Context: an optimization exercise on an open-source flow, tuned for small area, a short achievable clock period and few clock cycles per item. The choices shown serve that exercise and are no tape-out recipe. Only simulation tests tie the RTL to the original design; equivalence was not proved. Power is estimated from default activity; no workload was simulated.

job 101:
## scalar_kalman_filter
module scalar_kalman_filter (
  input  logic                          clk_i,
  input  logic                          rst_ni,
  input  logic                          sample_valid_i,
  output logic                          sample_ready_o,
  input  logic [skf_pkg::SampleW-1:0]   sample_i,
  output logic                          estimate_valid_o,
  input  logic                          estimate_ready_i,
  output logic [skf_pkg::EstW-1:0]      estimate_o,
  input  logic                          cfg_valid_i,
  output logic                          cfg_ready_o,
  input  logic [skf_pkg::CfgIdxW-1:0]   cfg_index_i,
  input  logic [skf_pkg::CfgDataW-1:0]  cfg_data_i
);
clock: 5.0 ns
lec_check: 0
abc_area: 1
cap_margin: 20
core_margin: 2
core_utilization: 40
setup_slack_margin: 0.5
slew_margin: 20
run.sh (not shown) runs the stock make flow with config.mk's settings and CLKGATE_MAP_FILE= SYNTH_SCRIPT=/design/flow/synth_recipe.tcl, a recipe that flattens the netlist after the stock synthesis.
Job 101: complete, dirty (negative setup slack)
Testbench counts of job 101, summed over its fixed seeds: cycles 34,563, items 4,800.
What job 102 does differently from job 101 at the input level:
diff --git a/flow/design.v b/flow/design.v
--- a/flow/design.v
+++ b/flow/design.v
@@ -997,59 +997,18 @@
   assign alu_b  = ({34{pst_q[S_IDLE]}} & {2'b00, q_q}) |
                   ({34{pst_q[S_DEN]}}  & {2'b00, r_q}) |
                   ({34{pst_q[S_FIN]}}  & f_c2);
   assign alu_ci = pst_q[S_FIN] & (a_q[23:0] == 24'd0);
   skf_bk34 u_palu (.a(alu_a), .b(alu_b), .ci(alu_ci), .s(alu_s), .co());
   assign alu_sat = alu_s[32] ? 32'hFFFF_FFFF : alu_s[31:0];
   logic int_bit, zero_n;
   assign zero_n  = (pp_q == 32'd0) && (r_q == 32'd0);
   assign int_bit = ((r_q == 32'd0) || (pp_q == 32'hFFFF_FFFF)) && !zero_n;
-  function automatic logic [5:0] lzc32(input logic [31:0] x);
-    logic [15:0] v1, c1;
-    logic [7:0]  v2;
-    logic [15:0] c2;
-    logic [3:0]  v3;
-    logic [11:0] c3;
-    logic [1:0]  v4;
-    logic [7:0]  c4;
-    for (int g = 0; g < 16; g++) begin
-      v1[g] = x[2*g+1] | x[2*g];
-      c1[g] = !x[2*g+1];
-    end
-    for (int g = 0; g < 8; g++) begin
-      v2[g] = v1[2*g+1] | v1[2*g];
-      c2[2*g+:2] = v1[2*g+1] ? {1'b0, c1[2*g+1]} : {1'b1, c1[2*g]};
-    end
-    for (int g = 0; g < 4; g++) begin
-      v3[g] = v2[2*g+1] | v2[2*g];
-      c3[3*g+:3] = v2[2*g+1] ? {1'b0, c2[2*(2*g+1)+:2]} : {1'b1, c2[2*(2*g)+:2]};
-    end
-    for (int g = 0; g < 2; g++) begin
-      v4[g] = v3[2*g+1] | v3[2*g];
-      c4[4*g+:4] = v3[2*g+1] ? {1'b0, c3[3*(2*g+1)+:3]} : {1'b1, c3[3*(2*g)+:3]};
-    end
-    if (!(v4[1] | v4[0])) lzc32 = 6'd32;
-    else                  lzc32 = v4[1] ? {2'b00, c4[7:4]} : {2'b01, c4[3:0]};
-  endfunction
-  logic [5:0]  lz_pp, lz_r, lz_m;
-  logic [6:0]  lz_t;
-  logic [3:0]  skip;
-  logic [31:0] pp_sh;
-  assign lz_pp = lzc32(pp_q);
-  assign lz_r  = lzc32(r_q);
-  assign lz_m  = (lz_r < lz_pp) ? lz_r : lz_pp;
-  assign lz_t  = {1'b0, lz_pp} - {1'b0, lz_m} - 7'd1;
-  always_comb begin
-    if (lz_t[6])             skip = 4'd0;
-    else if (lz_t[5:1] > 11) skip = 4'd11;
-    else                     skip = lz_t[4:1];
-  end
-  assign pp_sh = pp_q << {skip, 1'b0};
   logic peq, start;
   assign peq   = chk_q && (den_q == p_q);
   assign start = pst_q[S_IDLE] && bvalid_q && !qvalid_q && !conv_q && !peq;
   logic [33:0] rem4;
   logic [34:0] s1, s2, s3, t_x, t_y, t_z, t_s, t_c;
   logic [35:0] t_sum;
   logic [1:0]  qd;
   logic [31:0] rem_n;
   assign rem4  = {rem_q, 2'b00};
@@ -1170,19 +1129,19 @@
       xstep_q     <= 1'b0;
     end else begin
       if (sample_valid_i && !bvalid_q) bvalid_q <= 1'b1;
       else if (dload)                  bvalid_q <= 1'b0;
       chk_q <= pst_q[S_FIN];
       if (peq) conv_q <= 1'b1;
       if (start) pst_q <= 5'b00010;
       if (pst_q[S_DEN]) begin
         pst_q  <= 5'b00100;
-        pcnt_q <= skip;
+        pcnt_q <= '0;
       end
       if (pst_q[S_DIV]) begin
         pcnt_q <= pcnt_q + 4'd1;
         if (pcnt_q == 4'd11) begin
           pst_q    <= 5'b01000;
           qvalid_q <= 1'b1;
         end
       end
       if (pst_q[S_ACC]) pst_q <= 5'b10000;
@@ -1227,19 +1186,19 @@
   always_ff @(posedge clk_i) begin
     if (sample_valid_i && !bvalid_q) b_q <= sample_i;
     if (pst_q[S_IDLE]) pp_q <= alu_sat;
     if (pst_q[S_DEN]) begin
       den_q  <= alu_sat;
       zero_q <= zero_n;
     end else if (pst_q[S_FIN]) begin
       den_q  <= p_q;
     end
-    rem_q <= pst_q[S_DEN] ? (int_bit ? 32'd0 : pp_sh) : rem_n;
+    rem_q <= pst_q[S_DEN] ? (int_bit ? 32'd0 : pp_q) : rem_n;
     if (pst_q[S_DEN])      qr_q <= {24'd0, int_bit};
     else if (pst_q[S_DIV]) qr_q <= {qr_q[22:0], qd};
     if (pst_q[S_DEN]) begin
       a_q  <= '0;
       us_q <= '0;
       uc_q <= '0;
     end else begin
       a_q  <= alo[34:0];
       us_q <= {us_q[18:0], a_q[34:33]};
## What came out
met1 layer wirelength in the final routing went down by a little under 10% going from job 101 to job 102. Job 102 closes out successfully: all stages finished, all timing, DRC and antenna checks passed. Between job 101 and job 102, final area decreased. Number of fill cells: job 102 vs job 101 up 242. | layout buffering overhead excluding clock cells | job 102 vs job 101 | 4.5 points lower |. The maximum vdd ir drop in job 101 is 1.3 times that in job 102. [compare] base=job 101 new=job 102: fmax shows an increase of about 22%, worst hold slack went up, power consumption -2.7 mW, post-synthesis share of cell area spent on and, or, nand and nor gates rose 0.85 points. Job 102: number of cells traversed by the worst register-to-register path lower than job 101.
Testbench counts of job 102, summed over its fixed seeds: cycles 38,079, items 4,800.

## port drivers added, routing unchanged
The flow's constraints put no driver on any port. The routed layouts listed below were extracted and timed again, unchanged, in two steps. Step 1 assumes that a clkbuf_16 drives the clock port and a buf_2 every other input. Step 2 also shifts input and output timing later by t, the mid clock arrival at the registers, as if the neighbouring blocks saw the same clock. Three values: ideal ports, drivers, drivers and shift; two values: the first two.
| run | t (ns) | setup WS [ns] | worst setup path after step 2 | slew at the worst register clock pin (ns) | worst data-port slew with drivers (ns) |
|---|---|---|---|---|---|
| job 101 | 0.741 | -0.206 / -0.206 / -0.206 | register to register | 0.07 / 0.07 | 0.05 |
| job 102 | 0.698 | 0.742 / 0.742 / 0.742 | register to register | 0.06 / 0.06 | 0.06 |
